Context: an optimization exercise on an open-source flow, tuned for small area. The choices shown serve that exercise and are no tape-out recipe. Function was checked by simulation only, so behaviour that the tests miss may differ from the original. Power figures rest on the tool's default switching activity, not on a simulated workload.

job 101:
==> flow/design.v <==
module axis_register #(
    parameter int MODE           = 0,
    parameter int TREADY_RST_VAL = 0,
    parameter int ENABLE_TKEEP   = 1,
    parameter int ENABLE_TLAST   = 1,
    parameter int ENABLE_TID     = 0,
    parameter int ENABLE_TDEST   = 0,
    parameter int ENABLE_TUSER   = 1,
    parameter int TDATA_WIDTH    = 512,
    parameter int TID_WIDTH      = 8,
    parameter int TDEST_WIDTH    = 8,
    parameter int TUSER_WIDTH    = 1
) (
    input  logic                     clk,
    input  logic                     rst,
    output logic                     s_tready,
    input  logic                     s_tvalid,
    input  logic [TDATA_WIDTH-1:0]   s_tdata,
    input  logic [TDATA_WIDTH/8-1:0] s_tkeep,
    input  logic                     s_tlast,
    input  logic [TID_WIDTH-1:0]     s_tid,
    input  logic [TDEST_WIDTH-1:0]   s_tdest,
    input  logic [TUSER_WIDTH-1:0]   s_tuser,
    input  logic                     m_tready,
    output logic                     m_tvalid,
    output logic [TDATA_WIDTH-1:0]   m_tdata,
    output logic [TDATA_WIDTH/8-1:0] m_tkeep,
    output logic                     m_tlast,
    output logic [TID_WIDTH-1:0]     m_tid,
    output logic [TDEST_WIDTH-1:0]   m_tdest,
    output logic [TUSER_WIDTH-1:0]   m_tuser
);
    localparam int KW = TDATA_WIDTH / 8;
    localparam int PW = TDATA_WIDTH + KW + 1 + TID_WIDTH + TDEST_WIDTH + TUSER_WIDTH;
    logic [KW-1:0]          keep_in;
    logic                   last_in;
    logic [TID_WIDTH-1:0]   id_in;
    logic [TDEST_WIDTH-1:0] dest_in;
    logic [TUSER_WIDTH-1:0] user_in;
    logic [PW-1:0]          s_payload;
    logic [PW-1:0]          m_payload;
    assign keep_in   = (ENABLE_TKEEP != 0) ? s_tkeep : '0;
    assign last_in   = (ENABLE_TLAST != 0) ? s_tlast : 1'b0;
    assign id_in     = (ENABLE_TID   != 0) ? s_tid   : '0;
    assign dest_in   = (ENABLE_TDEST != 0) ? s_tdest : '0;
    assign user_in   = (ENABLE_TUSER != 0) ? s_tuser : '0;
    assign s_payload = {s_tdata, keep_in, last_in, id_in, dest_in, user_in};
    logic [TID_WIDTH-1:0]   id_out;
    logic [TDEST_WIDTH-1:0] dest_out;
    assign {m_tdata, m_tkeep, m_tlast, id_out, dest_out, m_tuser} = m_payload;
    assign m_tid   = (ENABLE_TID   != 0) ? id_out   : '0;
    assign m_tdest = (ENABLE_TDEST != 0) ? dest_out : '0;
    if (MODE == 0) begin : g_skid
        logic          s_tready_q, s_tready_d;
        logic          m_tvalid_q, m_tvalid_d;
        logic [PW-1:0] out_q;
        logic [PW-1:0] skid_q;
        logic          accept;
        assign accept = s_tvalid && s_tready_q;
        assign m_tvalid_d = accept || (m_tvalid_q && (!m_tready || !s_tready_q));
        assign s_tready_d = !m_tvalid_q || m_tready || (s_tready_q && !s_tvalid);
        always_ff @(posedge clk or posedge rst) begin
            if (rst) begin
                s_tready_q <= (TREADY_RST_VAL != 0);
                m_tvalid_q <= 1'b0;
            end else begin
                s_tready_q <= s_tready_d;
                m_tvalid_q <= m_tvalid_d;
            end
        end
        always_ff @(posedge clk) begin
            if (!m_tvalid_q || m_tready) out_q <= s_tready_q ? s_payload : skid_q;
            if (s_tready_q)              skid_q <= s_payload;
        end
        assign s_tready  = s_tready_q;
        assign m_tvalid  = m_tvalid_q;
        assign m_payload = out_q;
    end else if (MODE == 1) begin : g_simple
        logic          s_tready_q, s_tready_d;
        logic          m_tvalid_q, m_tvalid_d;
        logic [PW-1:0] out_q, out_d;
        logic          accept;
        assign accept = s_tvalid && s_tready_q;
        always_ff @(posedge clk or posedge rst) begin
            if (rst) begin
                s_tready_q <= (TREADY_RST_VAL != 0);
                m_tvalid_q <= 1'b0;
                out_q      <= '0;
            end else begin
                s_tready_q <= s_tready_d;
                m_tvalid_q <= m_tvalid_d;
                out_q      <= out_d;
            end
        end
        always_comb begin
            m_tvalid_d = m_tvalid_q;
            out_d      = out_q;
            if (accept) begin
                m_tvalid_d = 1'b1;
                out_d      = s_payload;
            end else if (m_tready) begin
                m_tvalid_d = 1'b0;
            end
            s_tready_d = !m_tvalid_d;
        end
        assign s_tready  = s_tready_q;
        assign m_tvalid  = m_tvalid_q;
        assign m_payload = out_q;
    end else begin : g_bypass
        logic unused_clk_rst;
        assign unused_clk_rst = clk ^ rst;
        assign s_tready       = m_tready;
        assign m_tvalid       = s_tvalid;
        assign m_payload      = s_payload;
    end
endmodule
==> flow/config.mk <==
export PLATFORM = sky130hd
export DESIGN_NAME = axis_register
export DESIGN_NICKNAME = axis_register
export VERILOG_FILES = /design/flow/design.v
export SDC_FILE = /design/flow/constraint.sdc
export NUM_CORES = 4
export LEC_CHECK = 0
export CAP_MARGIN = 20
export CORE_AREA = 5 5 415 415
export DIE_AREA = 0 0 420 420
export SLEW_MARGIN = 20
==> flow/constraint.sdc <==
create_clock -name core_clock -period 3.0 [get_ports {clk}]
set_input_delay 0.6000 -clock core_clock [delete_from_list [all_inputs] [get_ports {clk}]]
set_output_delay 0.6000 -clock core_clock [all_outputs]
set_load 0.01 [all_outputs]
run.sh (not shown) runs the stock make flow with config.mk's settings and CLKGATE_MAP_FILE= SYNTH_SCRIPT=/design/flow/synth_recipe.tcl, a recipe that flattens the netlist after the stock synthesis.
#### Input delta (job 102 over job 101)
--- a/flow/design.v
+++ b/flow/design.v
@@ -43,36 +43,61 @@
     assign last_in   = (ENABLE_TLAST != 0) ? s_tlast : 1'b0;
     assign id_in     = (ENABLE_TID   != 0) ? s_tid   : '0;
     assign dest_in   = (ENABLE_TDEST != 0) ? s_tdest : '0;
     assign user_in   = (ENABLE_TUSER != 0) ? s_tuser : '0;
     assign s_payload = {s_tdata, keep_in, last_in, id_in, dest_in, user_in};
-    logic [TID_WIDTH-1:0]   id_out;
-    logic [TDEST_WIDTH-1:0] dest_out;
-    assign {m_tdata, m_tkeep, m_tlast, id_out, dest_out, m_tuser} = m_payload;
-    assign m_tid   = (ENABLE_TID   != 0) ? id_out   : '0;
-    assign m_tdest = (ENABLE_TDEST != 0) ? dest_out : '0;
+    assign {m_tdata, m_tkeep, m_tlast, m_tid, m_tdest, m_tuser} = m_payload;
     if (MODE == 0) begin : g_skid
+        typedef enum logic [1:0] {EMPTY, ONE, TWO} state_t;
+        state_t        state_q, state_d;
         logic          s_tready_q, s_tready_d;
         logic          m_tvalid_q, m_tvalid_d;
-        logic [PW-1:0] out_q;
-        logic [PW-1:0] skid_q;
+        logic [PW-1:0] out_q, out_d;
+        logic [PW-1:0] skid_q, skid_d;
         logic          accept;
         assign accept = s_tvalid && s_tready_q;
-        assign m_tvalid_d = accept || (m_tvalid_q && (!m_tready || !s_tready_q));
-        assign s_tready_d = !m_tvalid_q || m_tready || (s_tready_q && !s_tvalid);
         always_ff @(posedge clk or posedge rst) begin
             if (rst) begin
+                state_q    <= EMPTY;
                 s_tready_q <= (TREADY_RST_VAL != 0);
                 m_tvalid_q <= 1'b0;
+                out_q      <= '0;
+                skid_q     <= '0;
             end else begin
+                state_q    <= state_d;
                 s_tready_q <= s_tready_d;
                 m_tvalid_q <= m_tvalid_d;
+                out_q      <= out_d;
+                skid_q     <= skid_d;
             end
         end
-        always_ff @(posedge clk) begin
-            if (!m_tvalid_q || m_tready) out_q <= s_tready_q ? s_payload : skid_q;
-            if (s_tready_q)              skid_q <= s_payload;
+        always_comb begin
+            state_d = state_q;
+            case (state_q)
+                EMPTY: if (accept) state_d = ONE;
+                ONE: begin
+                    if (accept && !m_tready)      state_d = TWO;
+                    else if (!accept && m_tready) state_d = EMPTY;
+                end
+                TWO:     if (m_tready) state_d = ONE;
+                default: state_d = EMPTY;
+            endcase
+        end
+        always_comb begin
+            out_d  = out_q;
+            skid_d = skid_q;
+            case (state_q)
+                EMPTY: if (accept) out_d = s_payload;
+                ONE: begin
+                    if (accept && m_tready)       out_d  = s_payload;
+                    else if (accept && !m_tready) skid_d = s_payload;
+                end
+                TWO:     if (m_tready) out_d = skid_q;
+                default: ;
+            endcase
+            m_tvalid_d = (state_d != EMPTY);
+            s_tready_d = (state_d != TWO);
         end
         assign s_tready  = s_tready_q;
         assign m_tvalid  = m_tvalid_q;
         assign m_payload = out_q;
     end else if (MODE == 1) begin : g_simple
## What came out
- Fmax: job 102 below job 101
- Relative to job 101, routability congestion estimate increased by about 10% in job 102.
- Compared to job 101, job 102 has hold slack 0.17 ns lower.
- In terms of number of sinks on the clock net, job 102 and job 101 differ only marginally.
- Lower clock buffer and inverter area fraction after layout was reported by job 102, not job 101.
- From job 101 to job 102 the numbers moved as follows: maximum fanout count along the critical path went up by 1, total power went up by about 80%, clock power went up by about 9%, transition time at the pin with the least slew margin went up by 0.26 ns, first-pass GRT wire length went up by 100 mm.

==> what the ideal ports hide <==
The flow's constraints put no driver on any port. The routed layouts listed below were extracted and timed again, unchanged, in two steps. Step 1 assumes that a clkbuf_16 drives the clock port and a buf_2 every other input. Step 2 moves the port delays by t, midway between the first and last clock arrival at a register: inputs arrive t later, outputs are due t later. That takes back most of the time a late clock gives input paths. Slacks: no drivers / after step 1 / after step 2; pairs: no drivers / after step 1.
| run | t, ns | setup slack, ns | worst hold slack (ns) | worst setup path at the end | slew at the worst register clock pin (ns) |
|---|---|---|---|---|---|
| job 101 | 0.782 | 0.508 / 0.451 / 0.659 | 0.470 / 0.440 / 0.470 | input to register | 0.07 / 0.07 |
| job 102 | 0.845 | 0.456 / 0.378 / -0.118 | 0.305 / 0.298 / 0.484 | input to register | 0.06 / 0.06 |
With both steps, setup timing fails in job 102, where it was met with ideal ports. The setup slack of job 102, which loses most, moves by -0.078 ns with the drivers and by -0.574 ns with both steps.
